This is an optimization exercise on Yosys and OpenROAD, whose aim is small area, a short achievable clock period and few clock cycles, not a production implementation. Function was checked by simulation only, so behaviour that the tests miss may differ from the original. Power and IR drop assume default switching activity.

===== flow/run.sh =====
#!/bin/bash
# synth_recipe.tcl (not shown) runs the flow's synth.tcl, then flattens the netlist and writes it again
# the make line also repeats each setting of config.mk as NAME=value (left out here)
make -C /OpenROAD-flow-scripts/flow DESIGN_CONFIG=/design/flow/config.mk WORK_HOME=/design/flow/orfs CLKGATE_MAP_FILE= SYNTH_SCRIPT=/design/flow/synth_recipe.tcl finish

===== flow/config.mk =====
export PLATFORM = sky130hd
export DESIGN_NAME = bankers_safe_grant
export DESIGN_NICKNAME = bankers_safe_grant
export VERILOG_FILES = /design/flow/design.v
export SDC_FILE = /design/flow/constraint.sdc
export NUM_CORES = 4
export LEC_CHECK = 0
export CAP_MARGIN = 20
export CORE_MARGIN = 2
export CORE_UTILIZATION = 40
export SETUP_SLACK_MARGIN = 5
export SLEW_MARGIN = 20
export TNS_END_PERCENT = 5

===== flow/constraint.sdc =====
create_clock -name core_clock -period 11.0 [get_ports {clk_i}]
set_input_delay 2.2000 -clock core_clock [delete_from_list [all_inputs] [get_ports {clk_i}]]
set_output_delay 2.2000 -clock core_clock [all_outputs]
set_load 0.01 [all_outputs]

===== flow/design.v =====
package bsg_pkg;
  localparam int PROCESSES  = 8;
  localparam int RESOURCES  = 4;
  localparam int AMOUNT_W   = 16;
  localparam int PROC_W     = 3;
  localparam int SUM_W      = AMOUNT_W + $clog2(PROCESSES + 1);
  localparam int CFG_IDX_W  = 2;
  localparam int CFG_DATA_W = 4;
  localparam logic [1:0] ACT_LOAD_AVAIL = 2'd0;
  localparam logic [1:0] ACT_LOAD_MAX   = 2'd1;
  localparam logic [1:0] ACT_LOAD_ALLOC = 2'd2;
  localparam logic [1:0] ACT_REQUEST    = 2'd3;
  localparam logic [2:0] ST_GRANTED = 3'd0;
  localparam logic [2:0] ST_CLAIM   = 3'd1;
  localparam logic [2:0] ST_AVAIL   = 3'd2;
  localparam logic [2:0] ST_UNSAFE  = 3'd3;
  localparam logic [2:0] ST_LOADED  = 3'd4;
  localparam logic [CFG_IDX_W-1:0] REG_PROCS = 2'd0;
  localparam logic [CFG_IDX_W-1:0] REG_RES   = 2'd1;
endpackage
module bsg_lane (
  input  logic [bsg_pkg::AMOUNT_W:0]   need_i,      
  input  logic [bsg_pkg::AMOUNT_W-1:0] alloc_i,     
  input  logic [bsg_pkg::AMOUNT_W-1:0] avail_i,
  input  logic [bsg_pkg::AMOUNT_W-1:0] amt_i,
  input  logic [bsg_pkg::AMOUNT_W-1:0] req_amt_i,   
  input  logic                         rb_i,        
  input  logic                         round_i,     
  input  logic                         ld_max_i,
  input  logic                         ld_alloc_i,
  input  logic                         req_i,
  output logic [bsg_pkg::AMOUNT_W:0]   need_w_o,
  output logic [bsg_pkg::AMOUNT_W-1:0] alloc_w_o,
  output logic [bsg_pkg::AMOUNT_W-1:0] avail_w_o,
  output logic                         claim_o,     
  output logic                         short_o,     
  output logic                         fitp_o,      
  input  logic [bsg_pkg::PROCESSES*bsg_pkg::AMOUNT_W-1:0]     col_alloc_i,
  input  logic [bsg_pkg::PROCESSES*(bsg_pkg::AMOUNT_W+1)-1:0] col_need_i,
  input  logic [bsg_pkg::PROCESSES-1:0] col_nv_i,    
  input  logic [bsg_pkg::PROCESSES-1:0] fit_q_i,
  input  logic [bsg_pkg::AMOUNT_W-1:0]  work_q_i,
  input  logic                          ov_q_i,
  input  logic                          en_i,
  output logic [bsg_pkg::AMOUNT_W-1:0]  work_o,      
  output logic                          ov_o,
  output logic [bsg_pkg::PROCESSES-1:0] cmp_o
);
  localparam int AW = bsg_pkg::AMOUNT_W;
  localparam int NP = bsg_pkg::PROCESSES;
  localparam int SW = bsg_pkg::SUM_W;
  function automatic logic le(input logic [AW-1:0] a, input logic [AW-1:0] b);
    logic [AW-1:0] g, l;
    g = a & ~b;
    l = ~a & b;
    for (int n = AW; n > 1; n = n / 2) begin
      for (int k = 0; k < n / 2; k++) begin
        g[k] = g[2*k+1] | (!l[2*k+1] & g[2*k]);
        l[k] = l[2*k+1] | (!g[2*k+1] & l[2*k]);
      end
    end
    le = !g[0];
  endfunction
  logic          use_n, use_a, neg_a, neg_x;
  logic [AW:0]   na, nb, nc, ns, nk;
  assign use_n = rb_i || !ld_max_i;
  assign use_a = !rb_i && (ld_max_i || ld_alloc_i);
  assign neg_a = !rb_i && ld_max_i;
  assign neg_x = !rb_i && !ld_max_i;
  assign na = use_n ? need_i : '0;
  assign nb = use_a ? ({1'b0, alloc_i} ^ {(AW+1){neg_a}}) : '0;
  assign nc = {1'b0, amt_i} ^ {(AW+1){neg_x}};
  assign ns = na ^ nb ^ nc;
  assign nk = {(na[AW-1:0] & nb[AW-1:0]) | (na[AW-1:0] & nc[AW-1:0]) | (nb[AW-1:0] & nc[AW-1:0]),
               neg_a || neg_x};
  assign need_w_o = ns + nk;
  logic [AW-1:0] aa;
  logic [AW:0]   at;
  assign aa = (rb_i || req_i) ? alloc_i : '0;
  assign at = {aa, 1'b1} + {amt_i ^ {AW{rb_i}}, rb_i};
  assign alloc_w_o = at[AW:1];
  logic [AW-1:0] va;
  logic [AW:0]   vt;
  logic          sub_v;
  assign sub_v = req_i && !rb_i;
  assign va = (rb_i || req_i) ? avail_i : '0;
  assign vt = {va, 1'b1} + {amt_i ^ {AW{sub_v}}, sub_v};
  assign avail_w_o = vt[AW:1];
  logic [AW-1:0] work0;
  assign work0   = avail_i - req_amt_i;
  assign claim_o = need_i[AW] || !le(req_amt_i, need_i[AW-1:0]);
  assign short_o = !le(req_amt_i, avail_i);
  assign fitp_o  = need_i[AW] || le(need_i[AW-1:0], avail_i);
  function automatic logic [2*SW-1:0] csa(input logic [SW-1:0] x, input logic [SW-1:0] y,
                                          input logic [SW-1:0] z);
    logic [SW-1:0] maj;
    maj = (x & y) | (x & z) | (y & z);
    csa = {x ^ y ^ z, maj[SW-2:0], 1'b0};
  endfunction
  logic [SW-1:0] op [NP+1];
  logic [SW-1:0] l1 [6];
  logic [SW-1:0] l2 [4];
  logic [SW-1:0] l3 [2];
  logic [SW-1:0] l4 [2];
  logic [SW-1:0] sum;
  always_comb begin
    op[0] = SW'(work_q_i);
    for (int i = 0; i < NP; i++) op[i+1] = SW'(col_alloc_i[i*AW +: AW] & {AW{fit_q_i[i]}});
    {l1[0], l1[1]} = csa(op[0], op[1], op[2]);
    {l1[2], l1[3]} = csa(op[3], op[4], op[5]);
    {l1[4], l1[5]} = csa(op[6], op[7], op[8]);
    {l2[0], l2[1]} = csa(l1[0], l1[1], l1[2]);
    {l2[2], l2[3]} = csa(l1[3], l1[4], l1[5]);
    {l3[0], l3[1]} = csa(l2[0], l2[1], l2[2]);
    {l4[0], l4[1]} = csa(l3[0], l3[1], l2[3]);
  end
  assign sum = l4[0] + l4[1];
  assign work_o = round_i ? sum[AW-1:0] : work0;
  assign ov_o   = round_i && (ov_q_i || (sum[SW-1:AW] != '0));
  logic [AW-1:0] tgt;
  logic          tov;
  assign tgt = round_i ? work_q_i : work0;
  assign tov = round_i && ov_q_i;
  for (genvar i = 0; i < NP; i++) begin : g_cmp
    logic [AW:0] nd;
    assign nd = col_need_i[i*(AW+1) +: AW+1];
    assign cmp_o[i] = !en_i || tov || !col_nv_i[i] || nd[AW] || le(nd[AW-1:0], tgt);
  end
endmodule
module bsg_merge (
  input  logic [bsg_pkg::RESOURCES-1:0] claim_i,
  input  logic [bsg_pkg::RESOURCES-1:0] short_i,
  input  logic [bsg_pkg::RESOURCES-1:0] en_i,
  output logic [2:0]                    fail_o
);
  localparam int RESOURCES = bsg_pkg::RESOURCES;
  always_comb begin
    fail_o = bsg_pkg::ST_GRANTED;
    for (int r = RESOURCES - 1; r >= 0; r--) begin
      if (en_i[r]) begin
        if (claim_i[r])      fail_o = bsg_pkg::ST_CLAIM;
        else if (short_i[r]) fail_o = bsg_pkg::ST_AVAIL;
      end
    end
  end
endmodule
module bankers_safe_grant (
  input  logic                            clk_i,
  input  logic                            rst_ni,
  input  logic                            start,
  output logic                            busy,
  input  logic [68:0]                     in_i,
  output logic                            done_o,
  output logic [3:0]                      res_o,
  input  logic                            cfg_valid_i,
  output logic                            cfg_ready_o,
  input  logic [bsg_pkg::CFG_IDX_W-1:0]   cfg_index_i,
  input  logic [bsg_pkg::CFG_DATA_W-1:0]  cfg_data_i
);
  localparam int NP = bsg_pkg::PROCESSES;
  localparam int NR = bsg_pkg::RESOURCES;
  localparam int AW = bsg_pkg::AMOUNT_W;
  localparam int PW = bsg_pkg::PROC_W;
  logic        a_v_q;
  logic [68:0] a_q;
  logic [NP-1:0] asel_q;    
  logic            b_q;
  logic            rb_q;      
  logic [NP-1:0]   bsel_q;    
  logic [AW-1:0]   breq_q  [NR];
  logic [AW-1:0]   work_q  [NR];
  logic [NR-1:0]   ov_q;
  logic [NP-1:0]   fit_q;
  logic [NP-1:0]   fin_q;
  logic [NP-1:0]   np_q;
  logic [NR-1:0]   nr_q;
  logic [AW-1:0]   avail_q [NR];
  logic [AW-1:0]   alloc_q [NP][NR];
  logic [AW:0]     need_q  [NP][NR];
  logic [NR-1:0]   vv_q;
  logic [NR-1:0]   va_q    [NP];
  logic [NR-1:0]   vn_q    [NP];
  logic [AW-1:0]   avail_rd [NR];
  logic            done_q;
  logic [3:0]      res_q;
  logic          issue;
  logic [1:0]    act;
  logic [PW-1:0] p;
  logic          is_req, ld_avail, ld_max, ld_alloc;
  logic [NP-1:0] row_q;     
  logic [NP-1:0] asel_n, bsel_n;
  logic [AW:0]   need_row  [NR];
  logic [AW-1:0] alloc_row [NR];
  logic [AW-1:0] amt     [NR];
  logic [AW:0]   need_w  [NR];
  logic [AW-1:0] alloc_w [NR];
  logic [AW-1:0] avail_w [NR];
  logic [NR-1:0] claim, short, fitp;
  logic [AW-1:0] work    [NR];
  logic [NR-1:0] ov;
  logic [NP-1:0] cmp     [NR];
  logic [2:0]    fail;
  logic [NP-1:0] fit, fin_base;
  logic          all_fin, none_fit, p_ok, pass, wr_req;
  assign busy        = a_v_q && (b_q || rb_q);
  assign issue       = a_v_q && !b_q && !rb_q;
  assign cfg_ready_o = 1'b1;
  assign done_o      = done_q;
  assign res_o       = res_q;
  assign act      = a_q[68:67];
  assign p        = a_q[66:64];
  assign is_req   = act == bsg_pkg::ACT_REQUEST;
  assign ld_avail = act == bsg_pkg::ACT_LOAD_AVAIL;
  assign ld_max   = act == bsg_pkg::ACT_LOAD_MAX;
  assign ld_alloc = act == bsg_pkg::ACT_LOAD_ALLOC;
  always_comb begin
    for (int i = 0; i < NP; i++) asel_n[i] = busy ? asel_q[i] : in_i[66:64] == PW'(i);
  end
  assign bsel_n   = issue ? asel_q : bsel_q;
  for (genvar r = 0; r < NR; r++) begin : g_lane
    logic [NP*AW-1:0]     col_alloc;
    logic [NP*(AW+1)-1:0] col_need;
    logic [NP-1:0]        col_nv;
    for (genvar i = 0; i < NP; i++) begin : g_col
      assign col_alloc[i*AW +: AW]         = alloc_q[i][r] & {AW{va_q[i][r]}};
      assign col_need[i*(AW+1) +: AW+1]    = need_q[i][r];
      assign col_nv[i]                     = vn_q[i][r];
    end
    always_comb begin
      need_row[r]  = '0;
      alloc_row[r] = '0;
      for (int i = 0; i < NP; i++) begin
        need_row[r]  = need_row[r]  | (need_q[i][r]  & {(AW+1){row_q[i] && vn_q[i][r]}});
        alloc_row[r] = alloc_row[r] | (alloc_q[i][r] & {AW{row_q[i] && va_q[i][r]}});
      end
    end
    assign avail_rd[r] = avail_q[r] & {AW{vv_q[r]}};
    assign amt[r] = rb_q ? breq_q[r] : a_q[63-16*r -: 16];
    bsg_lane u_lane (
      .need_i      (need_row[r]),
      .alloc_i     (alloc_row[r]),
      .avail_i     (avail_rd[r]),
      .amt_i       (amt[r]),
      .req_amt_i   (a_q[63-16*r -: 16]),
      .rb_i        (rb_q),
      .round_i     (b_q),
      .ld_max_i    (ld_max),
      .ld_alloc_i  (ld_alloc),
      .req_i       (is_req),
      .need_w_o    (need_w[r]),
      .alloc_w_o   (alloc_w[r]),
      .avail_w_o   (avail_w[r]),
      .claim_o     (claim[r]),
      .short_o     (short[r]),
      .fitp_o      (fitp[r]),
      .col_alloc_i (col_alloc),
      .col_need_i  (col_need),
      .col_nv_i    (col_nv),
      .fit_q_i     (fit_q),
      .work_q_i    (work_q[r]),
      .ov_q_i      (ov_q[r]),
      .en_i        (nr_q[r]),
      .work_o      (work[r]),
      .ov_o        (ov[r]),
      .cmp_o       (cmp[r])
    );
  end
  bsg_merge u_merge (
    .claim_i (claim),
    .short_i (short),
    .en_i    (nr_q),
    .fail_o  (fail)
  );
  always_comb begin
    for (int i = 0; i < NP; i++) begin
      if (!b_q && asel_q[i]) fit[i] = np_q[i] && &(fitp | ~nr_q);
      else fit[i] = (b_q ? !fin_q[i] : np_q[i]) && cmp[0][i] && cmp[1][i] && cmp[2][i] && cmp[3][i];
    end
  end
  assign fin_base  = b_q ? fin_q : ~np_q;
  assign all_fin   = &(fin_base | fit);
  assign none_fit  = fit == '0 && !(b_q && fit_q != '0);
  assign p_ok      = |(np_q & asel_q);
  assign pass      = issue && is_req && p_ok && fail == bsg_pkg::ST_GRANTED;
  assign wr_req    = pass || rb_q;
  always_ff @(posedge clk_i or negedge rst_ni) begin
    if (!rst_ni) begin
      a_v_q  <= 1'b0;
      b_q    <= 1'b0;
      rb_q   <= 1'b0;
      done_q <= 1'b0;
      res_q  <= '0;
      np_q   <= '1;
      nr_q   <= '1;
      vv_q   <= '0;
      for (int i = 0; i < NP; i++) begin
        va_q[i] <= '0;
        vn_q[i] <= '0;
      end
    end else begin
      if (!busy) a_v_q <= start;
      if (cfg_valid_i) begin
        if (cfg_index_i == bsg_pkg::REG_PROCS) begin
          for (int i = 0; i < NP; i++) np_q[i] <= 4'(i) < cfg_data_i;
        end else if (cfg_index_i == bsg_pkg::REG_RES) begin
          for (int r = 0; r < NR; r++) nr_q[r] <= 3'(r) < cfg_data_i[2:0];
        end
      end
      done_q <= 1'b0;
      if (issue) begin
        if (!is_req) begin
          done_q <= 1'b1;
          res_q  <= {1'b0, bsg_pkg::ST_LOADED};
        end else if (!p_ok) begin
          done_q <= 1'b1;
          res_q  <= {1'b0, bsg_pkg::ST_CLAIM};
        end else if (fail != bsg_pkg::ST_GRANTED) begin
          done_q <= 1'b1;
          res_q  <= {1'b0, fail};
        end else if (all_fin) begin
          done_q <= 1'b1;
          res_q  <= {1'b1, bsg_pkg::ST_GRANTED};
        end else if (none_fit) begin
          done_q <= 1'b1;
          res_q  <= {1'b0, bsg_pkg::ST_UNSAFE};
        end
      end
      if (b_q) begin
        if (all_fin) begin
          done_q <= 1'b1;
          res_q  <= {1'b1, bsg_pkg::ST_GRANTED};
        end else if (none_fit) begin
          done_q <= 1'b1;
          res_q  <= {1'b0, bsg_pkg::ST_UNSAFE};
        end
      end
      if (issue) b_q <= pass && !all_fin && !none_fit;
      else if (b_q) b_q <= !all_fin && !none_fit;
      rb_q <= (pass || b_q) && !all_fin && none_fit;
      for (int r = 0; r < NR; r++) begin
        if ((issue && ld_avail) || (wr_req && nr_q[r]))
          vv_q[r] <= 1'b1;
        for (int i = 0; i < NP; i++) begin
          if (row_q[i]) begin
            if ((issue && ld_alloc) || (wr_req && nr_q[r]))
              va_q[i][r] <= 1'b1;
            if ((issue && (ld_max || ld_alloc)) || (wr_req && nr_q[r]))
              vn_q[i][r] <= 1'b1;
          end
        end
      end
    end
  end
  always_ff @(posedge clk_i) begin
    for (int r = 0; r < NR; r++) begin
      if ((issue && ld_avail) || (wr_req && nr_q[r]))
        avail_q[r] <= avail_w[r];
      for (int i = 0; i < NP; i++) begin
        if (row_q[i]) begin
          if ((issue && ld_alloc) || (wr_req && nr_q[r]))
            alloc_q[i][r] <= alloc_w[r];
          if ((issue && (ld_max || ld_alloc)) || (wr_req && nr_q[r]))
            need_q[i][r] <= need_w[r];
        end
      end
    end
    if (!busy) a_q <= in_i;
    asel_q <= asel_n;
    bsel_q <= bsel_n;
    row_q  <= ((pass || b_q) && !all_fin && none_fit) ? bsel_n : asel_n;
    if (issue) begin
      for (int r = 0; r < NR; r++) breq_q[r] <= a_q[63-16*r -: 16];
    end
    if (issue || b_q) begin
      fit_q <= fit;
      fin_q <= fin_base | fit;
      for (int r = 0; r < NR; r++) begin
        work_q[r] <= work[r];
        ov_q[r]   <= ov[r];
      end
    end
  end
endmodule

==> results.txt, run 1 <==
- Status: timing/DRC/antenna clean
- Main synth FF type: edfxtp_1
- I/O Buffers: 84
- Via count: approximately 85,000
- DR DRC count: 0
- Top achievable clock speed: approximately 160 MHz
- Crit path launch type: flip-flop
- Worst path bufs/invs: 17
- Largest stage delay, worst path: ~540 ps
- Post-layout util: 0.4648
- Critical path's slowest cell: fa_1
- Post-synth EDFFs: 1,334
- Largest area contributor in the netlist: edfxtp_1
- Setup CP Type: reg2reg
- FF-to-FF Start: fit_q[7]$_DFFE_PP_
- Max VDD drop: around 0.00018 V
- Core area: between 200,000 and 300,000 µm²
- Vias/cell: approximately 6.3
- Worst Tran Pin Value: approximately 1200 ps
- RR Endpoint: work_q[1][8]$_DFFE_PP_
- CTS clk-pin slew, worst paths: about 60 ps
- R2R Setup Slk: around 4700 ps
- Mapped Cells: between 10,000 and 15,000
- Hold Buf Count CTS: 0
- Avg Inst Size Synth: 10.13 µm²
- IO Pins: 86
- Slew Limit Headroom: 0.1865
- Tcrit/Tclk final: 0.5684
- Initial core utilization: 0.4030
- R2R depth: 30
- Bufs on Longest Clock Path: 3
- Power Dens Cells: 195.6 nW/µm²
- CP required: between 10,000 and 15,000 ps
- RSZ-0062 raised after global routing: true
- Final wirelength: ~400,000 µm
- Share of cells above drive strength 1: 0.1246
- Routability cong.: 1.005
- Syn nets: ~11,000
- Synth Cell Area: 101,500 µm²
- Die Y: between 500 and 600 µm
- TritonCTS sink count: around 1,400
- Global-route wire length before repair: approximately 580,000 µm
- Tmin final: around 6300 ps
- Vias in the first global route: between 80,000 and 90,000
- Die area: approximately 260,000 µm²
- Setup Viol. Count Final: 0
- Routed Antenna Nets: 0
- Max Slew Vio Count: 0
- Clock root cell: clkbuf_16
- Largest cells by area after synthesis: edfxtp_1, fa_1, ha_1, inv_1, xnor2_1
- Seq/Total Area, Yosys: 0.4212
- Total Nets Final: about 11,000
- Crit path max-delay family: adder cells
- Max_cap viols: 0
- Placed instance area: 106,100 µm²
- Top-area cell type share of the netlist area: 0.3946
- Crit path max fanout: 12
- Leak pwr: 45.08 nW
- Synthesized flop and latch total: roughly 1,400
- Design Area, Final: roughly 120,000 µm²
- Tightest Hold Check Type: reg2reg
- FFs w/ async S/R, synth: 0.06086
- Final hold vios: 0
- Tot GR Track Use: 0.3062
- Number of buffers created by CTS: about 170
- TritonCTS clock tree: done
- FP Rows: between 150 and 200
- CP dominant cell by count: buf_4
- GRT overflow: 0
- Setup_tns: 0 ps
- Hold EP: bsel_q[3]$_DFF_P_
- Yosys cell types: between 100 and 150
- H-Tree Depth: 4
- Critical path arrival: about 7000 ps
- Die W: roughly 510 µm
- Iter 0 DRT Violations: between 10,000 and 15,000
- Largest net degree at the start of global routing: 117
- Final Skew: around 61 ps
- Final WS setup: approximately 4700 ps
- Hold Path Stages: 2
- Drt pass-1 iters: 9
- Crit end category: flip-flop
- Initial antenna violation count: 21
- Synthesis-to-layout area growth: 15.33%
- HPWL Detailed: a little under 300,000 µm
- HP Start: bsel_q[3]$_DFF_P_
- Routed length per instance: 30.18 µm
- Worst skew pair latency: just under 900 ps
- DP Worst Slack: 3431 ps
- Synth warn: 35
## layer usage
layer	track usage	routed length [µm]	part of all wire	vias up
met3	0.06438	44900	0.11	1011
met2	0.4656	179600	0.44	5297
li1	-	-	-	36590
met1	0.4172	163200	0.40	42460
met4	0.1434	23270	0.057	18
met5	0	118	0.00029	-
## cells in the final DEF (no fill, tap or decap), drive strengths merged, types with 50 or more instances in the layout
cell type / Yosys / layout
clkdlybuf4s50: 0 / 83
and3: 406 / 406
o211ai: 65 / 65
clkbuf: 517 / 217
a21boi: 205 / 205
nand2: 786 / 786
a22o: 62 / 62
buf: 81 / 416
a21oi: 416 / 416
o21ai: 549 / 549
and2: 123 / 123
o22ai: 59 / 59
xnor2: 357 / 357
clkinv: 3 / 68
a22oi: 389 / 389
a31oi: 92 / 92
nor3: 109 / 109
o31ai: 70 / 70
or2: 71 / 72
a21o: 69 / 69
dfrtp: 76 / 76
nor2: 681 / 681
xor2: 50 / 50
fa: 510 / 510
maj3: 113 / 113
o21a: 64 / 64
inv: 951 / 964
o221ai: 62 / 62
nand2b: 104 / 104
ha: 389 / 389
nand4: 83 / 83
and4: 86 / 86
nand3: 285 / 285
nor2b: 57 / 57
edfxtp: 1334 / 1334
a211oi: 52 / 52
## metrics by stage
step / cells / hold WS (ps) / total power [mW]
finish: 13620 / 452.7 / 22.90
global route: 13610 / 475.7 / 23.79
floorplan: 10020 / 418.5 / 12.63
detailed placement: 13030 / 434.3 / 15.78
CTS: 13480 / 448.9 / 22.31
global placement: 13030 / 428.4 / 15.65
## tightest hold or removal path, stage by stage, from the launching register on
cell     delay, ps
dfxtp_1        300
nand2_1         50
nand2_1         60
## cell families after synthesis
group	after synthesis	synth area share
flip-flops	1446	0.4212
buffers and inverters	1552	0.05827
adder cells (fa/ha/maj)	1012	0.1598
multiplexers	36	0.004092
other	1	0.00003694
AO/OA/AOI/OAI	2579	0.1735
AND/OR/NAND/NOR	2990	0.1479
XOR/XNOR	407	0.03512
## synthesized netlist by cell type (122+ instances only)
cell type / instances
o21ai_0: 544
a21oi_1: 415
inv_1: 951
fa_1: 510
nand2_1: 785
nor2_1: 680
a21boi_0: 205
clkbuf_1: 516
nand3_1: 285
xnor2_1: 357
and3_1: 406
and2_1: 122
ha_1: 389
a22oi_1: 389
edfxtp_1: 1334
## registers in the layout, indices dropped and copies added (netlist names), 8 cells and up
signal	count
vn_q	32
need_q	544
breq_q	64
fin_q	8
work_q	64
alloc_q	512
fit_q	8
a_q	66
avail_q	64
np_q	8
asel_q	8
row_q	8
bsel_q	8
va_q	32
## how the worst max path moves through the flow
stage,startpoint,end,cells past startpoint
after detailed placement,vn_q[4][2]$_DFFE_PN0P_,alloc_q[10][10]$_DFFE_PP_,17
final,fit_q[7]$_DFFE_PP_,work_q[1][8]$_DFFE_PP_,30
after CTS,vn_q[5][2]$_DFFE_PN0P_,avail_q[2][6]$_DFFE_PP_,18
after global routing,fit_q[3]$_DFFE_PP_,work_q[3][15]$_DFFE_PP_,24
after global placement,vn_q[5][2]$_DFFE_PN0P_,alloc_q[19][5]$_DFFE_PP_,17
after floorplan,row_q[2]$_DFF_P_,need_q[11][16]$_DFFE_PP_,29
## what timing repair did
action | 4_1_cts | 5_1_grt
setup buffers | 121 | 119
cloned | 11 | 7
gates resized for setup | 336 | 300
pin swaps | 57 | 86
setup endpoints to repair | 1502 | 1351
## report_power, final
part	internal, mW	switching, mW	total (mW)
registers	7.06	0.579	7.64
clock network	3.51	2.56	6.08
logic	3.09	6.08	9.18
## layout make-up
cell class                 count  area, µm²
clock buffer                 213       4582
multi-input combinational   7028      55220
sequential                  1446      42820
antenna                       11      27.53
inverter                     954       3593
tap                         3348       4189
fill                       23160     134800
timing repair buffer         510       5306
clock inverter               110       1336
Testbench counts, summed over its fixed seeds: cycles 12,508.
==> run 2, diff against run 1 <==
--- a/flow/config.mk
+++ b/flow/config.mk
@@ -7,7 +7,7 @@
 export LEC_CHECK = 0
 export CAP_MARGIN = 20
 export CORE_MARGIN = 2
-export CORE_UTILIZATION = 40
+export CORE_UTILIZATION = 55
 export SETUP_SLACK_MARGIN = 5
 export SLEW_MARGIN = 20
 export TNS_END_PERCENT = 5
==> run 2 against run 1 <==
Final area down 1.4%. Clock power fell by 3.9%. Die area fell by 27%. Routed wire length down 6.4%. Setup slack worse by 87 ps. Sequential power is essentially flat. Final cell count shrank 6.4%. Critical path depth increased by 3. Fmax decreased by 1.4%. Count of clock-buffer cells in the layout is 21 lower. Register-to-register slack lost 90 ps.
==> results.txt, run 2 <==
- Hold WS: 452.5 ps (was 452.7 ps)
- Vias in the first global route: 81,880 (was 81,630)
- Leak pwr: 45.04 nW (was 45.08 nW)
- Main synth FF type: edfxtp_1 (unchanged)
- CP required: 11,700 ps (was 11,750 ps)
- Power Dens Cells: 192.6 nW/µm² (was 195.6 nW/µm²)
- Largest registers: need_q: 544 flops, alloc_q: 512 flops, a_q: 66 flops (unchanged)
- Crit end category: flip-flop (unchanged)
- FFs w/ async S/R, synth: 0.06086 (unchanged)
- DR DRC count: 0 (unchanged)
- Largest net degree at the start of global routing: 119 (was 117)
- Mapped Cells: 10,020 (unchanged)
- Slew Limit Headroom: 0.2101 (was 0.1865)
- Synth Cell Area: 101,500 µm² (unchanged)
- Hold Buf Count CTS: 0 (unchanged)
- IO Pins: 86 (unchanged)
- Number of buffers created by CTS: 164 (was 174)
- CTS clk-pin slew, worst paths: 60 ps (about the same)
- Via count: 85,300 (was 85,380)
- Final Skew: 37.67 ps (was 60.79 ps)
- Post-synth EDFFs: 1,334 (unchanged)
- GRT overflow: 0 (unchanged)
- Max VDD drop: 0.0001583 V (was 0.0001816 V)
- Crit path max fanout: 5 (was 12)
- HPWL Detailed: 269,800 µm (was 290,200 µm)
- TritonCTS clock tree: done (unchanged)
- Max Slew Vio Count: 0 (unchanged)
- RSZ-0062 raised after global routing: true (unchanged)
- Die W: 433.6 µm (was 507.8 µm)
- Core area: 183,300 µm² (was 251,900 µm²)
- Setup CP Type: reg2reg (unchanged)
- Yosys cell types: 107 (unchanged)
- Initial core utilization: 0.5539 (was 0.4030)
- Setup Viol. Count Final: 0 (unchanged)
- CP dominant cell by count: buf_4 (unchanged)
- Die Y: 433.6 µm (was 507.8 µm)
- Routability cong.: 0.9903 (was 1.005)
- Avg Inst Size Synth: 10.13 µm² (unchanged)
- Top achievable clock speed: 157.7 MHz (was 159.9 MHz)
- Seq/Total Area, Yosys: 0.4212 (unchanged)
- Largest stage delay, worst path: 560 ps (was 540 ps)
- Top-area cell type share of the netlist area: 0.3946 (unchanged)
- Design Area, Final: 115,500 µm² (was 117,100 µm²)
- Fillers: 14,970 (was 23,160)
- Share of cells above drive strength 1: 0.1200 (was 0.1246)
- Syn nets: 11,000 (unchanged)
- Int Pwr: 13.48 mW (was 13.67 mW)
- Clock share of power: 0.263 (was 0.265)
- Global-route wire length before repair: 547,500 µm (was 579,200 µm)
- Synth cell count leaders: edfxtp_1, inv_1, nand2_1 (unchanged)
- Critical path arrival: 7040 ps (was 7000 ps)
- Synth warn: 35 (unchanged)
- Most frequent cells in the layout: edfxtp_1, inv_1, nand2_1 (unchanged)
- Iter 0 DRT Violations: 11,380 (was 10,950)
- Final WS setup: 4660 ps (was 4747 ps)
- Routed length per instance: 30.19 µm (was 30.18 µm)
- Final hold vios: 0 (unchanged)
- Bufs on Longest Clock Path: 3 (unchanged)
- Total chip power: 22.24 mW (was 22.90 mW)
- Worst skew pair latency: 880 ps (was 870 ps)
- Top-count cell post-synth: edfxtp_1 (unchanged)
- Routed Antenna Nets: 0 (unchanged)
- Max reg flops: 544 (unchanged)
- Commonest non-fill, non-tap cell in the layout: edfxtp_1 (unchanged)
- Vias/cell: 6.694 (was 6.269)
- H-Tree Depth: 4 (unchanged)
- Drt pass-1 iters: 7 (was 9)
- Tightest Hold Check Type: reg2reg (unchanged)
- Largest area contributor in the netlist: edfxtp_1 (unchanged)
- Tcrit/Tclk final: 0.5763 (was 0.5684)
- Switching Share: 0.3942 (was 0.4031)
- Placed instance area: 105,200 µm² (was 106,100 µm²)
- Synthesized flop and latch total: 1,446 (unchanged)
- Worst Tran Pin Value: 1181 ps (was 1216 ps)
- Critical path's slowest cell: fa_1 (unchanged)
- DP Worst Slack: 3438 ps (was 3431 ps)
- I/O Buffers: 84 (unchanged)
- Tmin final: 6340 ps (was 6253 ps)
- Setup_tns: 0 ps (unchanged)
- Max_cap viols: 0 (unchanged)
- Die area: 188,000 µm² (was 257,800 µm²)
- Status: timing/DRC/antenna clean (unchanged)
- FP Rows: 157 (was 184)
- Most flop-heavy register: need_q (unchanged)
- Seq pwr share: 0.343 (was 0.334)
- Gate power share: 0.395 (was 0.401)
- Initial antenna violation count: 18 (was 21)
- Clock root cell: clkbuf_16 (unchanged)
- Total Nets Final: 11,100 (was 11,090)
- Tot GR Track Use: 0.3989 (was 0.3062)
- Final wirelength: 384,700 µm (was 411,000 µm)
- Synthesis-to-layout area growth: 13.77% (was 15.33%)
- Crit path launch type: flip-flop (unchanged)
- TritonCTS sink count: 1,446 (unchanged)
- Switching power: 8.769 mW (was 9.228 mW)
- Largest cells by area after synthesis: edfxtp_1, fa_1, ha_1, inv_1, xnor2_1 (unchanged)
==> run 2: cell types whose count changed in the layout (fill, tap and decap cells not counted), moves of 7 or more <==
cell       previous run  this run
buf_6                24        38
and2_4               37        26
and2_1               67        77
clkbuf_1             32        23
clkbuf_16           179       171
buf_8                 4        11
==> run 2: cells by family (layout without fill, tap and decap cells) <==
family / after synthesis / count (layout) / share of synthesized area
mux: 36 / 36 / 0.004092
compound gates: 2579 / 2579 / 0.1735
buf+inv: 1552 / 1792 / 0.05827
simple gates: 2990 / 2991 / 0.1479
fa+ha+maj: 1012 / 1012 / 0.1598
other cells: 1 / 15 / 0.00003694
flops: 1446 / 1446 / 0.4212
xor+xnor: 407 / 407 / 0.03512
==> run 2: area by class of cell <==
type / instances / area, µm² / share of cell area
Multi-Input combinational cell: 7026 / 54800 / 0.4745
Sequential cell: 1446 / 42810 / 0.3707
Timing Repair Buffer: 532 / 5540 / 0.04798
Clock buffer: 192 / 4282 / 0.03708
Inverter: 954 / 3590 / 0.03108
Tap cell: 2464 / 3083 / 0.02670
Clock inverter: 114 / 1343 / 0.01163
Antenna cell: 14 / 35.03 / 0.0003034
==> run 2: timing repair <==
item | CTS | global route
cloned | 4 | 6
pin swaps | 70 | 109
endpoints found under the setup margin | 1452 | 1393
resized for setup | 314 | 278
buffers inserted | 174 | 73
==> run 2: routing by layer <==
layer / vias to the layer above / track usage / wire length [µm]
met4: 14 / 0.1968 / 21870
met3: 1041 / 0.09868 / 46030
met2: 5603 / 0.5927 / 166400
li1: 36560 / - / -
met5: - / 0 / 97
met1: 42080 / 0.5456 / 150300
==> run 2: path summary, 6_finish.rpt <==
kind	startpoint	to	slack, ps	cells past startpoint
max	fit_q[6]$_DFFE_PP_	work_q[1][6]$_DFFE_PP_	4660	33
min	bsel_q[0]$_DFF_P_	bsel_q[0]$_DFF_P_	450	2
max reg2reg	fit_q[6]$_DFFE_PP_	work_q[1][6]$_DFFE_PP_	4660	33
min reg2reg	bsel_q[0]$_DFF_P_	bsel_q[0]$_DFF_P_	450	2
max in group asynchronous	rst_ni	rb_q$_DFF_PN0_	8110	2
min in group asynchronous	rst_ni	vn_q[3][3]$_DFFE_PN0P_	1410	1
==> run 2: power by group through the flow <==
stage                     clock network (mW)  logic [mW]  registers [mW]
after detailed placement                   0        7.73            7.74
after global placement                     0        7.61            7.74
after global routing                    6.07        9.39            7.65
final                                   5.84        8.78            7.62
after floorplan                            0        5.24            7.39
after CTS                               5.87        8.24            7.60
==> run 2: critical path: cells and delay by family (launching register included) <==
family | cells | cell delay [ps]
compound gates | 3 | 470
fa+ha+maj | 6 | 2410
buf+inv | 22 | 2550
flops | 1 | 500
simple gates | 2 | 230
==> run 2: through the flow <==
step	instances	utilization
after global placement	12170	0.5736
after floorplan	10020	-
after global routing	12730	0.6299
after detailed placement	12170	0.5738
after CTS	12650	0.6205
final	12740	0.6301
==> run 3, diff against run 2 <==
--- a/flow/design.v
+++ b/flow/design.v
@@ -235,14 +235,14 @@
       end
     end
     assign avail_rd[r] = avail_q[r] & {AW{vv_q[r]}};
-    assign amt[r] = rb_q ? breq_q[r] : a_q[63-16*r -: 16];
+    assign amt[r] = (rb_q || b_q) ? breq_q[r] : a_q[63-16*r -: 16];
     bsg_lane u_lane (
       .need_i      (need_row[r]),
       .alloc_i     (alloc_row[r]),
       .avail_i     (avail_rd[r]),
       .amt_i       (amt[r]),
       .req_amt_i   (a_q[63-16*r -: 16]),
-      .rb_i        (rb_q),
+      .rb_i        (rb_q || b_q),
       .round_i     (b_q),
       .ld_max_i    (ld_max),
       .ld_alloc_i  (ld_alloc),
@@ -282,7 +282,7 @@
   assign none_fit  = fit == '0 && !(b_q && fit_q != '0);
   assign p_ok      = |(np_q & asel_q);
   assign pass      = issue && is_req && p_ok && fail == bsg_pkg::ST_GRANTED;
-  assign wr_req    = pass || rb_q;
+  assign wr_req    = pass || rb_q || (b_q && !all_fin && none_fit);
   always_ff @(posedge clk_i or negedge rst_ni) begin
     if (!rst_ni) begin
       a_v_q  <= 1'b0;
@@ -336,7 +336,7 @@
       end
       if (issue) b_q <= pass && !all_fin && !none_fit;
       else if (b_q) b_q <= !all_fin && !none_fit;
-      rb_q <= (pass || b_q) && !all_fin && none_fit;
+      rb_q <= pass && !all_fin && none_fit;
       for (int r = 0; r < NR; r++) begin
         if ((issue && ld_avail) || (wr_req && nr_q[r]))
           vv_q[r] <= 1'b1;
@@ -367,7 +367,7 @@
     if (!busy) a_q <= in_i;
     asel_q <= asel_n;
     bsel_q <= bsel_n;
-    row_q  <= ((pass || b_q) && !all_fin && none_fit) ? bsel_n : asel_n;
+    row_q  <= ((pass && !all_fin) || (b_q && !all_fin && !none_fit)) ? bsel_n : asel_n;
     if (issue) begin
       for (int r = 0; r < NR; r++) breq_q[r] <= a_q[63-16*r -: 16];
     end
--- a/flow/config.mk
+++ b/flow/config.mk
@@ -5,6 +5,7 @@
 export SDC_FILE = /design/flow/constraint.sdc
 export NUM_CORES = 4
 export LEC_CHECK = 0
+export ABC_AREA = 1
 export CAP_MARGIN = 20
 export CORE_MARGIN = 2
 export CORE_UTILIZATION = 55
==> run 3 against run 2 <==
Setup slack gained 450 ps. Clock power shrank 3.8%. Critical endpoint is now ov_q[3]$_DFFE_PP_. Critical path depth is the same. Highest routed layer unchanged. Sequential power shrank 5.4%.
==> results.txt, run 3 <==
- Status: timing/DRC/antenna clean (unchanged)
- CP Depth: 33 (unchanged)
- TritonCTS clock tree: done (unchanged)
- Synthesized flop and latch total: 1,446 (unchanged)
- Largest registers: need_q: 544 flops, alloc_q: 512 flops, a_q: 66 flops (unchanged)
- Largest area contributor in the netlist: edfxtp_1 (unchanged)
- Hold Buf Count CTS: 0 (unchanged)
- Share of cells above drive strength 1: 0.09402 (was 0.1200)
- Via count: 85,370 (was 85,300)
- Final hold vios: 0 (unchanged)
- Hold Path Stages: 2 (unchanged)
- Routability cong.: 1.013 (was 0.9903)
- Most flop-heavy register: need_q (unchanged)
- IO Pins: 86 (unchanged)
- Tmin final: 5891 ps (was 6340 ps)
- FP Rows: 157 (unchanged)
- Post-synthesis xor/xnor area fraction: 0.02843 (was 0.03512)
- GRT overflow: 0 (unchanged)
- Crit end category: flip-flop (unchanged)
- RSZ-0062 raised after global routing: true (unchanged)
- Critical path's slowest cell: fa_1 (unchanged)
- Synth warn: 35 (unchanged)
- HPWL Detailed: 261,500 µm (was 269,800 µm)
- R2R depth: 33 (unchanged)
- Largest stage delay, worst path: 510 ps (was 560 ps)
- CTS clk-pin slew, worst paths: 60 ps (about the same)
- Setup Viol. Count Final: 0 (unchanged)
- Tightest Hold Check Type: reg2reg (unchanged)
- Worst path bufs/invs: 8 (was 22)
- Tcrit/Tclk final: 0.5355 (was 0.5763)
- Commonest non-fill, non-tap cell in the layout: nand2_1 (was edfxtp_1)
- Worst skew pair latency: 840 ps (was 880 ps)
- Setup_tns: 0 ps (unchanged)
- Number of buffers created by CTS: 168 (was 164)
- Vias/cell: 5.907 (was 6.694)
- Synth Area in Simple Gates: 0.2041 (was 0.1479)
- Vias in the first global route: 82,840 (was 81,880)
- Fillers: 15,460 (was 14,970)
- Avg Inst Size Synth: 8.667 µm² (was 10.13 µm²)
- Iter 0 DRT Violations: 9,601 (was 11,380)
- Largest net degree at the start of global routing: 94 (was 119)
- Initial antenna violation count: 9 (was 18)
- Top achievable clock speed: 169.8 MHz (was 157.7 MHz)
- Crit path launch type: flip-flop (unchanged)
- Top-area cell type share of the netlist area: 0.3977 (was 0.3946)
- Main synth FF type: edfxtp_1 (unchanged)
- Drt pass-1 iters: 7 (unchanged)
- Leak pwr: 51.85 nW (was 45.04 nW)
- Synth cell count leaders: nand2_1, inv_1, edfxtp_1 (was edfxtp_1, inv_1, nand2_1)
- Yosys cell types: 74 (was 107)
- Compound-Gate Fraction of Synth Area: 0.1029 (was 0.1735)
- Routed Antenna Nets: 0 (unchanged)
- Crit path max-delay family: adder cells (was buffers and inverters)
- Max reg flops: 544 (unchanged)
- Tot GR Track Use: 0.3744 (was 0.3989)
- Worst Tran Pin Value: 1239 ps (was 1181 ps)
- Post-synth EDFFs: 1,334 (unchanged)
- Placed instance area: 104,100 µm² (was 105,200 µm²)
- Total Nets Final: 12,910 (was 11,100)
- Clock root cell: clkbuf_16 (unchanged)
- Setup CP Type: reg2reg (unchanged)
- Global-route wire length before repair: 517,300 µm (was 547,500 µm)
- Die W: 432.0 µm (was 433.6 µm)
- Syn nets: 12,600 (was 11,000)
- I/O Buffers: 84 (unchanged)
- Initial core utilization: 0.5520 (was 0.5539)
- DR DRC count: 0 (unchanged)
- Design Area, Final: 113,900 µm² (was 115,500 µm²)
- Synth Cell Area: 100,700 µm² (was 101,500 µm²)
- Max VDD drop: 0.0001940 V (was 0.0001583 V)
- Mux cell area share after synthesis: 0.0001987 (was 0.004092)
- Routed length per instance: 24.63 µm (was 30.19 µm)
- Core area: 182,500 µm² (was 183,300 µm²)
- Die area: 186,600 µm² (was 188,000 µm²)
- Bufs on Longest Clock Path: 3 (unchanged)
- Synthesis-to-layout area growth: 13.09% (was 13.77%)
- Mapped Cells: 11,620 (was 10,020)
- Final Skew: 39.31 ps (was 37.67 ps)
- Top-count cell post-synth: nand2_1 (was edfxtp_1)
- H-Tree Depth: 4 (unchanged)
- CP required: 11,700 ps (about the same)
- Power Dens Cells: 197.9 nW/µm² (was 192.6 nW/µm²)
- Final wirelength: 356,000 µm (was 384,700 µm)
- Max_cap viols: 0 (unchanged)
- Slew Limit Headroom: 0.1721 (was 0.2101)
- Die Y: 432.0 µm (was 433.6 µm)
- Adder-Cell Fraction of Synth Area: 0.1505 (was 0.1598)
- Seq/Total Area, Yosys: 0.4245 (was 0.4212)
- Max Slew Vio Count: 0 (unchanged)
- Largest cells by area after synthesis: edfxtp_1, nand2_1, fa_1, inv_1, ha_1 (was edfxtp_1, fa_1, ha_1, inv_1, xnor2_1)
- Crit path max fanout: 7 (was 5)
- Largest family of logic cells by synthesized area: simple AND/OR/NAND/NOR gates (was compound AO/OA/AOI/OAI gates)
- FFs w/ async S/R, synth: 0.06086 (unchanged)
- TritonCTS sink count: 1,446 (unchanged)
- Most frequent cells in the layout: nand2_1, inv_1, edfxtp_1 (was edfxtp_1, inv_1, nand2_1)
- Critical path arrival: 6590 ps (was 7040 ps)
## run 3: tightest hold or removal path, delay by kind of cell (launching register included)
kind | cells | cell delay, ps
flip-flops | 1 | 310
AND/OR/NAND/NOR | 1 | 40
AO/OA/AOI/OAI | 1 | 80
## run 3: layout make-up
cell class,count,area (µm²),area share
Antenna cell,5,12.51,0.0001098
Clock buffer,223,4671,0.04100
Clock inverter,80,711.9,0.006250
Inverter,2044,8092,0.07103
Multi-Input combinational cell,7856,49850,0.4376
Sequential cell,1446,42820,0.3759
Tap cell,2385,2984,0.02620
Timing Repair Buffer,410,4762,0.04180
Timing Repair inverter,2,17.52,0.0001538
## run 3: worst paths after layout
| path | endpoint | slack (ps) | from |
|---|---|---|---|
| min reg2reg | bsel_q[5]$_DFF_P_ | 480 | bsel_q[5]$_DFF_P_ |
| max | ov_q[3]$_DFFE_PP_ | 5110 | fit_q[0]$_DFFE_PP_ |
| max in group asynchronous | vv_q[1]$_DFFE_PN0P_ | 8060 | rst_ni |
| min in group asynchronous | vn_q[7][2]$_DFFE_PN0P_ | 1460 | rst_ni |
| min | bsel_q[5]$_DFF_P_ | 480 | bsel_q[5]$_DFF_P_ |
| max reg2reg | ov_q[3]$_DFFE_PP_ | 5110 | fit_q[0]$_DFFE_PP_ |
## run 3: metal layers
layer	track usage	vias to the layer above	share of wire
met5	0	-	0.00065
met4	0.1862	12	0.058
met3	0.07039	964	0.10
met2	0.5840	4503	0.45
met1	0.5025	41140	0.40
li1	-	38750	-
## run 3: logic make-up (layout without fill, tap and decap cells)
logic type,after synthesis,count (layout)
AOI/OAI and AO/OA,1754,1754
xor gates and xnor gates,327,327
adders and majority gates,907,907
buffers and inverters,2321,2759
DFF,1446,1446
muxes,2,2
other,1,6
and+or+nand+nor,4864,4865
## run 3: repair_timing
action / in CTS / in global routing
gates resized for setup: 207 / 233
setup endpoints to repair: 1485 / 1382
pin swaps: 3 / 72
cloned: 2 / 7
buffers inserted: 73 / 154
## run 3: where the power goes
| group | total, mW | switching (mW) | internal, mW | leakage [nW] |
|---|---|---|---|---|
| Sequential | 7.21 | 0.238 | 6.97 | 13.4 |
| Clock | 5.62 | 2.39 | 3.23 | 2.61 |
| Combinational | 9.72 | 6.40 | 3.32 | 35.8 |
## run 3: stage by stage
stage	hold WS [ps]	setup WS (ps)	util	std cells	total power, mW
2_1_floorplan	437.8	5207	-	11620	13.24
6_report	482.5	5109	0.6242	14450	22.54
5_1_grt	492.5	4804	0.6242	14450	23.87
3_3_place_gp	449.8	3740	0.5702	13910	16.03
4_1_cts	473.9	4773	0.6080	14290	21.95
3_5_place_dp	458.0	3723	0.5703	13910	16.13
Testbench counts of run 3, summed over its fixed seeds: cycles 12,241.
==> run 4, diff against run 3 <==
--- a/flow/design.v
+++ b/flow/design.v
@@ -165,7 +165,6 @@
   logic [68:0] a_q;
   logic [NP-1:0] asel_q;    
   logic            b_q;
-  logic            rb_q;      
   logic [NP-1:0]   bsel_q;    
   logic [AW-1:0]   breq_q  [NR];
   logic [AW-1:0]   work_q  [NR];
@@ -202,8 +201,8 @@
   logic [2:0]    fail;
   logic [NP-1:0] fit, fin_base;
   logic          all_fin, none_fit, p_ok, pass, wr_req;
-  assign busy        = a_v_q && (b_q || rb_q);
-  assign issue       = a_v_q && !b_q && !rb_q;
+  assign busy        = a_v_q && b_q;
+  assign issue       = a_v_q && !b_q;
   assign cfg_ready_o = 1'b1;
   assign done_o      = done_q;
   assign res_o       = res_q;
@@ -235,14 +234,14 @@
       end
     end
     assign avail_rd[r] = avail_q[r] & {AW{vv_q[r]}};
-    assign amt[r] = (rb_q || b_q) ? breq_q[r] : a_q[63-16*r -: 16];
+    assign amt[r] = b_q ? breq_q[r] : a_q[63-16*r -: 16];
     bsg_lane u_lane (
       .need_i      (need_row[r]),
       .alloc_i     (alloc_row[r]),
       .avail_i     (avail_rd[r]),
       .amt_i       (amt[r]),
       .req_amt_i   (a_q[63-16*r -: 16]),
-      .rb_i        (rb_q || b_q),
+      .rb_i        (b_q),
       .round_i     (b_q),
       .ld_max_i    (ld_max),
       .ld_alloc_i  (ld_alloc),
@@ -282,12 +281,11 @@
   assign none_fit  = fit == '0 && !(b_q && fit_q != '0);
   assign p_ok      = |(np_q & asel_q);
   assign pass      = issue && is_req && p_ok && fail == bsg_pkg::ST_GRANTED;
-  assign wr_req    = pass || rb_q || (b_q && !all_fin && none_fit);
+  assign wr_req    = (pass && (all_fin || !none_fit)) || (b_q && !all_fin && none_fit);
   always_ff @(posedge clk_i or negedge rst_ni) begin
     if (!rst_ni) begin
       a_v_q  <= 1'b0;
       b_q    <= 1'b0;
-      rb_q   <= 1'b0;
       done_q <= 1'b0;
       res_q  <= '0;
       np_q   <= '1;
@@ -336,7 +334,6 @@
       end
       if (issue) b_q <= pass && !all_fin && !none_fit;
       else if (b_q) b_q <= !all_fin && !none_fit;
-      rb_q <= pass && !all_fin && none_fit;
       for (int r = 0; r < NR; r++) begin
         if ((issue && ld_avail) || (wr_req && nr_q[r]))
           vv_q[r] <= 1'b1;
@@ -367,7 +364,7 @@
     if (!busy) a_q <= in_i;
     asel_q <= asel_n;
     bsel_q <= bsel_n;
-    row_q  <= ((pass && !all_fin) || (b_q && !all_fin && !none_fit)) ? bsel_n : asel_n;
+    row_q  <= ((pass || b_q) && !all_fin && !none_fit) ? bsel_n : asel_n;
     if (issue) begin
       for (int r = 0; r < NR; r++) breq_q[r] <= a_q[63-16*r -: 16];
     end
--- a/flow/config.mk
+++ b/flow/config.mk
@@ -8,7 +8,7 @@
 export ABC_AREA = 1
 export CAP_MARGIN = 20
 export CORE_MARGIN = 2
-export CORE_UTILIZATION = 55
+export CORE_UTILIZATION = 40
 export SETUP_SLACK_MARGIN = 5
 export SLEW_MARGIN = 20
 export TNS_END_PERCENT = 5
==> run 4 against run 3 <==
Still clean. Clock skew grew 8.5 ps. First-iteration DRC count rose by 0.55%. Sequential power is essentially flat. Highest routed layer is now met4.
==> results.txt, run 4 <==
- RSZ-0062 raised after global routing: true (unchanged)
- Tcrit/Tclk final: 0.5556 (was 0.5355)
- Avg Inst Size Synth: 8.804 µm² (was 8.667 µm²)
- Setup CP Type: reg2reg (unchanged)
- Design Area, Final: 114,900 µm² (was 113,900 µm²)
- Routed Antenna Nets: 0 (unchanged)
- Top-area cell type share of the netlist area: 0.3962 (was 0.3977)
- Max reg flops: 544 (unchanged)
- Top-count cell post-synth: nand2_1 (unchanged)
- CTS clk-pin slew, worst paths: 60 ps (about the same)
- Syn nets: 12,460 (was 12,600)
- R2R depth: 27 (was 33)
- I/O Buffers: 84 (unchanged)
- HPWL Detailed: 275,700 µm (was 261,500 µm)
- Synthesis-to-layout area growth: 13.61% (was 13.09%)
- H-Tree Depth: 4 (unchanged)
- Crit path max fanout: 11 (was 7)
- Die area: 256,800 µm² (was 186,600 µm²)
- Largest area contributor in the netlist: edfxtp_1 (unchanged)
- Final Skew: 47.85 ps (was 39.31 ps)
- Final hold vios: 0 (unchanged)
- Clock share of power: 0.248 (was 0.249)
- Worst skew pair latency: 870 ps (was 840 ps)
- Initial core utilization: 0.4022 (was 0.5520)
- Synth Area in Simple Gates: 0.1999 (was 0.2041)
- TritonCTS clock tree: done (unchanged)
- Max VDD drop: 0.0001845 V (was 0.0001940 V)
- Adder-Cell Fraction of Synth Area: 0.1501 (was 0.1505)
- Placed instance area: 105,600 µm² (was 104,100 µm²)
- Synthesized flop and latch total: 1,445 (was 1,446)
- Switching Share: 0.4116 (was 0.4002)
- Mapped Cells: 11,480 (was 11,620)
- Post-synthesis xor/xnor area fraction: 0.02763 (was 0.02843)
- Iter 0 DRT Violations: 9,654 (was 9,601)
- Slew Limit Headroom: 0.2320 (was 0.1721)
- Top achievable clock speed: 163.6 MHz (was 169.8 MHz)
- Fillers: 24,020 (was 15,460)
- Initial antenna violation count: 11 (was 9)
- Total Nets Final: 12,730 (was 12,910)
- Routability cong.: 0.9838 (was 1.013)
- Power Dens Cells: 198.6 nW/µm² (was 197.9 nW/µm²)
- Most frequent cells in the layout: nand2_1, inv_1, edfxtp_1 (unchanged)
- IO Pins: 86 (unchanged)
- Leak pwr: 52.01 nW (was 51.85 nW)
- Synth warn: 35 (unchanged)
- FFs w/ async S/R, synth: 0.06021 (was 0.06086)
- TritonCTS sink count: 1,445 (was 1,446)
- CP required: 11,600 ps (was 11,700 ps)
- Crit path launch type: flip-flop (unchanged)
- Critical path arrival: 6710 ps (was 6590 ps)
- GRT overflow: 0 (unchanged)
- Worst setup path startpoint: fit_q[4]$_DFFE_PP_ (was fit_q[0]$_DFFE_PP_)
- Tightest Hold Check Type: reg2reg (unchanged)
- Setup Viol. Count Final: 0 (unchanged)
- Drt pass-1 iters: 9 (was 7)
- Final wirelength: 372,600 µm (was 356,000 µm)
- Largest registers: need_q: 544 flops, alloc_q: 512 flops, a_q: 66 flops (unchanged)
- Setup_tns: 0 ps (unchanged)
- Max Slew Vio Count: 0 (unchanged)
- Vias/cell: 5.584 (was 5.907)
- Seq/Total Area, Yosys: 0.4226 (was 0.4245)
- Seq pwr share: 0.316 (was 0.320)
- Via count: 85,110 (was 85,370)
- Commonest non-fill, non-tap cell in the layout: nand2_1 (unchanged)
- Vias in the first global route: 83,440 (was 82,840)
- Synth cell count leaders: nand2_1, inv_1, edfxtp_1 (unchanged)
- FP Rows: 184 (was 157)
- RR Endpoint: ov_q[3]$_DFFE_PP_ (unchanged)
- FF-to-FF Start: fit_q[4]$_DFFE_PP_ (was fit_q[0]$_DFFE_PP_)
- Int Pwr: 13.42 mW (was 13.52 mW)
- Die Y: 506.8 µm (was 432.0 µm)
- Bufs on Longest Clock Path: 3 (unchanged)
- Global-route wire length before repair: 542,900 µm (was 517,300 µm)
- Post-synth EDFFs: 1,334 (unchanged)
- Crit end category: flip-flop (unchanged)
- Setup crit end: ov_q[3]$_DFFE_PP_ (unchanged)
- Status: timing/DRC/antenna clean (unchanged)
- DR DRC count: 0 (unchanged)
- Share of cells above drive strength 1: 0.09890 (was 0.09402)
- Tot GR Track Use: 0.2842 (was 0.3744)
- Switching power: 9.391 mW (was 9.021 mW)
- Synth Cell Area: 101,100 µm² (was 100,700 µm²)
- R2R Setup Slk: 4890 ps (was 5110 ps)
- Compound-Gate Fraction of Synth Area: 0.1105 (was 0.1029)
- Core area: 251,400 µm² (was 182,500 µm²)
- Yosys cell types: 75 (was 74)
- Largest family of logic cells by synthesized area: simple AND/OR/NAND/NOR gates (unchanged)
- Multi-input logic area: 50,320 µm² (was 49,850 µm²)
- Largest cells by area after synthesis: edfxtp_1, fa_1, nand2_1, inv_1, ha_1 (was edfxtp_1, nand2_1, fa_1, inv_1, ha_1)
- Clock root cell: clkbuf_16 (unchanged)
- Max_cap viols: 0 (unchanged)
- Worst Tran Pin Value: 1149 ps (was 1239 ps)
- Mux cell area share after synthesis: 0.0001980 (was 0.0001987)
- Gate power share: 0.436 (was 0.431)
- Tmin final: 6112 ps (was 5891 ps)
- Largest net degree at the start of global routing: 108 (was 94)
- Routed length per instance: 24.44 µm (was 24.63 µm)
- Die W: 506.8 µm (was 432.0 µm)
- Register cell area after layout: 42,770 µm² (was 42,820 µm²)
- Number of buffers created by CTS: 170 (was 168)
- Most flop-heavy register: need_q (unchanged)
- Main synth FF type: edfxtp_1 (unchanged)
run 4: cell types whose count changed after synthesis, sizes merged, moves of 17 or more:
cell and delta:
xnor2 -41, inv -19, nor3 -19, nand2 -191, nand4 -17, a21oi +81
a221oi +33, xor2 +33
run 4: cell families after synthesis:
logic type	count (synthesis)
AOI/OAI and AO/OA	1884
xor gates and xnor gates	319
adders and majority gates	909
buffers and inverters	2297
DFF	1445
muxes	2
other	1
and+or+nand+nor	4627
run 4: timing repair:
action | CTS | global route
endpoints found under the setup margin | 1367 | 1395
buffers inserted | 87 | 101
hold buffers | 0 | 0
resized for setup | 245 | 180
gates cloned | 2 | 2
pin swaps | 31 | 18
run 4: layout make-up:
cell class,count,share of cell area
Inverter,2018,0.06935
Antenna cell,12,0.0002614
Clock inverter,81,0.006688
Timing Repair Buffer,373,0.03718
Multi-Input combinational cell,7742,0.4381
Sequential cell,1445,0.3724
Tap cell,3348,0.03647
Clock buffer,222,0.03960
run 4: power by group through the flow:
stage	Clock, mW	Combinational, mW	Sequential, mW
finish	5.65	9.95	7.22
global route	5.90	11.0	7.23
CTS	5.71	9.45	7.20
detailed placement	0	9.00	7.32
global placement	0	8.90	7.31
floorplan	0	6.09	7.16
run 4: worst min-delay path by stage:
stage / startpoint / end / slack, ps / cells past startpoint
final: bsel_q[5]$_DFF_P_ / bsel_q[5]$_DFF_P_ / 480 / 2
after global routing: bsel_q[5]$_DFF_P_ / bsel_q[5]$_DFF_P_ / 500 / 2
after CTS: bsel_q[6]$_DFF_P_ / bsel_q[6]$_DFF_P_ / 470 / 2
after detailed placement: bsel_q[5]$_DFF_P_ / bsel_q[5]$_DFF_P_ / 460 / 2
after global placement: bsel_q[6]$_DFF_P_ / bsel_q[6]$_DFF_P_ / 450 / 2
after floorplan: bsel_q[0]$_DFF_P_ / bsel_q[0]$_DFF_P_ / 440 / 2
run 4: metal layers:
metal / GRT usage / share of wire / vias to the layer above
met3: 0.05693 / 0.098 / 824
li1: - / - / 38420
met2: 0.4478 / 0.45 / 4348
met4: 0.1133 / 0.046 / 0
met1: 0.3838 / 0.41 / 41520
met5: 0 / 0 / -
run 4: critical path, cell delays in order, from the launching register on:
cell,delay (ps)
edfxtp_1,430
buf_12,190
nand2_4,110
clkinvlp_4,210
nand2_2,140
fa_1,450
fa_1,500
fa_1,500
inv_1,60
fa_1,480
ha_1,170
inv_1,70
fa_2,420
o21ai_2,150
nand2_1,90
nand2_1,70
a21oi_1,90
or2_2,310
nand2_1,100
a21oi_2,90
o31ai_2,230
nand3_1,120
nand2_2,120
nand3_2,100
o21ai_1,150
a21oi_1,100
o41ai_2,310
inv_1,70
run 4: through the flow:
| step | setup slack [ps] | instances | utilization | power [mW] | hold slack [ps] |
|---|---|---|---|---|---|
| 2_1_floorplan | 5043 | 11480 | - | 13.24 | 437.8 |
| 3_3_place_gp | 3736 | 14730 | 0.4199 | 16.21 | 450.8 |
| 3_5_place_dp | 3806 | 14730 | 0.4200 | 16.31 | 459.1 |
| 4_1_cts | 4664 | 15130 | 0.4479 | 22.36 | 472.3 |
| 5_1_grt | 4645 | 15240 | 0.4569 | 24.13 | 504.0 |
| 6_report | 4888 | 15240 | 0.4569 | 22.81 | 475.3 |
Testbench counts of run 4, summed over its fixed seeds: cycles 11,988.
==> run 5, diff against run 4 <==
--- a/flow/config.mk
+++ b/flow/config.mk
@@ -8,7 +8,7 @@
 export ABC_AREA = 1
 export CAP_MARGIN = 20
 export CORE_MARGIN = 2
-export CORE_UTILIZATION = 40
+export CORE_UTILIZATION = 55
 export SETUP_SLACK_MARGIN = 5
 export SLEW_MARGIN = 20
 export TNS_END_PERCENT = 5
==> run 5 against run 4 <==
Sequential share of layout area grew 0.29 points. Via count is essentially flat. Die area shrank 27%. Combinational power shrank 2.1%. Routed wire length shrank 3.1%. First-iteration DRC count grew 10%. Critical path depth is the same. Setup slack gained 150 ps. Hold slack gained 6.4 ps. Power shrank 0.12%. Sequential power is essentially flat. Largest cell class unchanged.
==> results.txt, run 5 <==
- Synth cell count leaders: nand2_1, inv_1, edfxtp_1 (unchanged)
- Max reg flops: 544 (unchanged)
- Hold Path Stages: 2 (unchanged)
- Clock share of power: 0.256 (was 0.248)
- Clock root cell: clkbuf_16 (unchanged)
- Final wirelength: 361,100 µm (was 372,600 µm)
- Via count: 85,100 (was 85,110)
- IO Pins: 86 (unchanged)
- Initial antenna violation count: 10 (was 11)
- Initial core utilization: 0.5528 (was 0.4022)
- Max VDD drop: 0.0001754 V (was 0.0001845 V)
- Vias/cell: 5.933 (was 5.584)
- Final hold vios: 0 (unchanged)
- Die area: 187,300 µm² (was 256,800 µm²)
- Die Y: 432.8 µm (was 506.8 µm)
- Largest net degree at the start of global routing: 106 (was 108)
- I/O Buffers: 84 (unchanged)
- Seq pwr share: 0.316 (about the same)
- Synth warn: 35 (unchanged)
- Worst skew pair latency: 840 ps (was 870 ps)
- DR DRC count: 0 (unchanged)
- Largest registers: need_q: 544 flops, alloc_q: 512 flops, a_q: 66 flops (unchanged)
- Top-count cell post-synth: nand2_1 (unchanged)
- Int Pwr: 13.64 mW (was 13.42 mW)
- Total Nets Final: 12,710 (was 12,730)
- Global-route wire length before repair: 527,200 µm (was 542,900 µm)
- Largest cells by area after synthesis: edfxtp_1, fa_1, nand2_1, inv_1, ha_1 (unchanged)
- Hold EP: bsel_q[1]$_DFF_P_ (was bsel_q[5]$_DFF_P_)
- Drt pass-1 iters: 7 (was 9)
- Post-synth EDFFs: 1,334 (unchanged)
- Avg Inst Size Synth: 8.804 µm² (unchanged)
- Die W: 432.8 µm (was 506.8 µm)
- Worst path bufs/invs: 4 (was 5)
- Crit path max-delay family: simple AND/OR/NAND/NOR gates (was adder cells)
- Slew Limit Headroom: 0.1891 (was 0.2320)
- Critical path arrival: 6540 ps (was 6710 ps)
- Synthesis-to-layout area growth: 12.78% (was 13.61%)
- Tot GR Track Use: 0.3829 (was 0.2842)
- Crit end category: flip-flop (unchanged)
- HPWL Detailed: 268,000 µm (was 275,700 µm)
- CP dominant cell by count: nand2_1 (was fa_1)
- CTS clk-pin slew, worst paths: 60 ps (about the same)
- Max_cap viols: 0 (unchanged)
- Final Skew: 29.13 ps (was 47.85 ps)
- Setup Viol. Count Final: 0 (unchanged)
- Routability cong.: 0.9920 (was 0.9838)
- Tightest Hold Check Type: reg2reg (unchanged)
- Largest area contributor in the netlist: edfxtp_1 (unchanged)
- Switching Share: 0.4012 (was 0.4116)
- Fillers: 15,540 (was 24,020)
- TritonCTS sink count: 1,445 (unchanged)
- Bufs on Longest Clock Path: 3 (unchanged)
- Most flop-heavy register: need_q (unchanged)
- Synthesized flop and latch total: 1,445 (unchanged)
- Synth Cell Area: 101,100 µm² (unchanged)
- Seq/Total Area, Yosys: 0.4226 (unchanged)
- Most frequent cells in the layout: nand2_1, inv_1, edfxtp_1 (unchanged)
- Crit path max fanout: 12 (was 11)
- Non-Filler Instances: 14,350 (was 15,240)
- Iter 0 DRT Violations: 10,640 (was 9,654)
- Gate power share: 0.428 (was 0.436)
- Share of cells above drive strength 1: 0.09939 (was 0.09890)
- Power Dens Cells: 199.8 nW/µm² (was 198.6 nW/µm²)
- Main synth FF type: edfxtp_1 (unchanged)
- Status: timing/DRC/antenna clean (unchanged)
- CP required: 11,570 ps (was 11,600 ps)
- RR Endpoint: need_q[23][16]$_DFFE_PP_ (was ov_q[3]$_DFFE_PP_)
- Setup CP Type: reg2reg (unchanged)
- R2R Setup Slk: 5040 ps (was 4890 ps)
- R2R depth: 27 (unchanged)
- Leak pwr: 52.16 nW (was 52.01 nW)
- Top-area cell type share of the netlist area: 0.3962 (unchanged)
- Setup_tns: 0 ps (unchanged)
- Placed Cells: 13,830 (was 14,730)
- Post-layout util: 0.6235 (was 0.4569)
- Largest stage delay, worst path: 570 ps (was 500 ps)
- Top achievable clock speed: 167.7 MHz (was 163.6 MHz)
- Design Area, Final: 114,000 µm² (was 114,900 µm²)
- Routed Antenna Nets: 0 (unchanged)
- Mapped Cells: 11,480 (unchanged)
- FFs w/ async S/R, synth: 0.06021 (unchanged)
- Crit path launch type: flip-flop (unchanged)
- Max Slew Vio Count: 0 (unchanged)
- GRT overflow: 0 (unchanged)
- Routed length per instance: 25.17 µm (was 24.44 µm)
- FP Rows: 157 (was 184)
- Critical path's slowest cell: nand2_1 (was fa_1)
- Vias in the first global route: 82,830 (was 83,440)
- Worst Tran Pin Value: 1216 ps (was 1149 ps)
- HP Start: bsel_q[1]$_DFF_P_ (was bsel_q[5]$_DFF_P_)
- Tmin final: 5962 ps (was 6112 ps)
- RSZ-0062 raised after global routing: true (unchanged)
- Number of buffers created by CTS: 166 (was 170)
- Commonest non-fill, non-tap cell in the layout: nand2_1 (unchanged)
- Syn nets: 12,460 (unchanged)
- H-Tree Depth: 4 (unchanged)
- TritonCTS clock tree: done (unchanged)
- Placed instance area: 104,400 µm² (was 105,600 µm²)
- FF-to-FF Start: row_q[4]$_DFF_P_ (was fit_q[4]$_DFFE_PP_)
- Switching power: 9.142 mW (was 9.391 mW)
- Yosys cell types: 75 (unchanged)
- Hold Buf Count CTS: 0 (unchanged)
- Tcrit/Tclk final: 0.5420 (was 0.5556)
- Core area: 182,900 µm² (was 251,400 µm²)
run 5: worst max path at each step:
stage / startpoint / to / slack [ps] / depth (start not counted)
after floorplan: fit_q[3]$_DFFE_PP_ / ov_q[3]$_DFFE_PP_ / 5040 / 28
after global placement: fit_q[1]$_DFFE_PP_ / ov_q[3]$_DFFE_PP_ / 3780 / 26
after detailed placement: fit_q[1]$_DFFE_PP_ / ov_q[3]$_DFFE_PP_ / 3870 / 26
after CTS: row_q[1]$_DFF_P_ / need_q[8][15]$_DFFE_PP_ / 4740 / 29
after global routing: fit_q[5]$_DFFE_PP_ / ov_q[0]$_DFFE_PP_ / 4770 / 30
final: row_q[4]$_DFF_P_ / need_q[23][16]$_DFFE_PP_ / 5040 / 27
run 5: cells by family (layout without fill, tap and decap cells):
logic type                 Yosys count  after routing  synth area share
AOI/OAI and AO/OA                 1884           1884            0.1105
buffers and inverters             2297           2686           0.08900
adders and majority gates          909            909            0.1501
DFF                               1445           1445            0.4226
and+or+nand+nor                   4627           4627            0.1999
other                                1              9        0.00003709
xor gates and xnor gates           319            319           0.02763
muxes                                2              2         0.0001980
run 5: power groups by stage:
stage                     registers [mW]  logic, mW  clock network (mW)
after global routing                7.23       10.8                6.05
after detailed placement            7.32       8.81                   0
after floorplan                     7.16       6.09                   0
after CTS                           7.20       9.14                5.86
after global placement              7.31       8.67                   0
final                               7.21       9.74                5.83
run 5: worst min-delay path: cells and delay by family (launching register included):
kind | cells | cell delay (ps)
AOI/OAI and AO/OA | 1 | 90
DFF | 1 | 310
and+or+nand+nor | 1 | 40
run 5: repair_timing:
item                                     CTS  global route
gates resized for setup                  203           223
endpoints found under the setup margin  1365          1367
setup buffers                             82           112
gates cloned                               2             2
pin swaps                                 15            45
run 5: metal layers:
metal  vias up  GRT usage  routed length, µm
met4         0     0.1960              20990
met1     41180     0.5052             140400
met2      4621     0.6065             164600
li1      38420          -                  -
met5         -          0                  0
met3       887    0.06872              35050
run 5: cell type report:
cell class              instances  area (µm²)  area share
diodes                          8       20.02   0.0001756
multi-input cells            7742       50360      0.4417
well taps                    2464        3083     0.02704
clock inverters                98        1121    0.009832
flip-flops and latches       1445       42780      0.3752
inverters                    2018        7961     0.06982
repair buffers                362        4215     0.03697
clock buffers                 208        4481     0.03929
run 5: through the flow:
step	setup WS (ps)	power (mW)	hold WS, ps
2_1_floorplan	5043	13.24	437.8
3_3_place_gp	3783	15.99	453.6
3_5_place_dp	3873	16.13	461.7
4_1_cts	4736	22.20	475.2
5_1_grt	4772	24.07	514.9
6_report	5038	22.79	481.7

[separate check: timing with driven ports]
Ports are ideal in the flow. The routed layouts listed here were re-timed in OpenROAD. Step 1, drivers: a clkbuf_16 drives clk_i and a buf_2 each remaining input, both assumed. Step 2 times the ports against the registers' clock, not the clock port: input delays grow and output delays shrink by t, the midpoint of the rising clock arrivals with the driver on. Three values: no drivers, after step 1, after step 2; two values: the first two.
run	shift t [ns]	setup slack, ns	hold slack, ns
run 1	0.930	4.747 / 4.747 / 4.747	0.453 / 0.453 / 0.453
run 2	0.956	4.660 / 4.659 / 4.660	0.453 / 0.453 / 0.453
run 3	0.914	5.109 / 5.109 / 5.109	0.483 / 0.483 / 0.483
run 4	0.940	4.888 / 4.888 / 4.888	0.475 / 0.475 / 0.475
run 5	0.929	5.038 / 5.038 / 5.038	0.482 / 0.482 / 0.482
After both steps setup and hold are still met in every run listed.
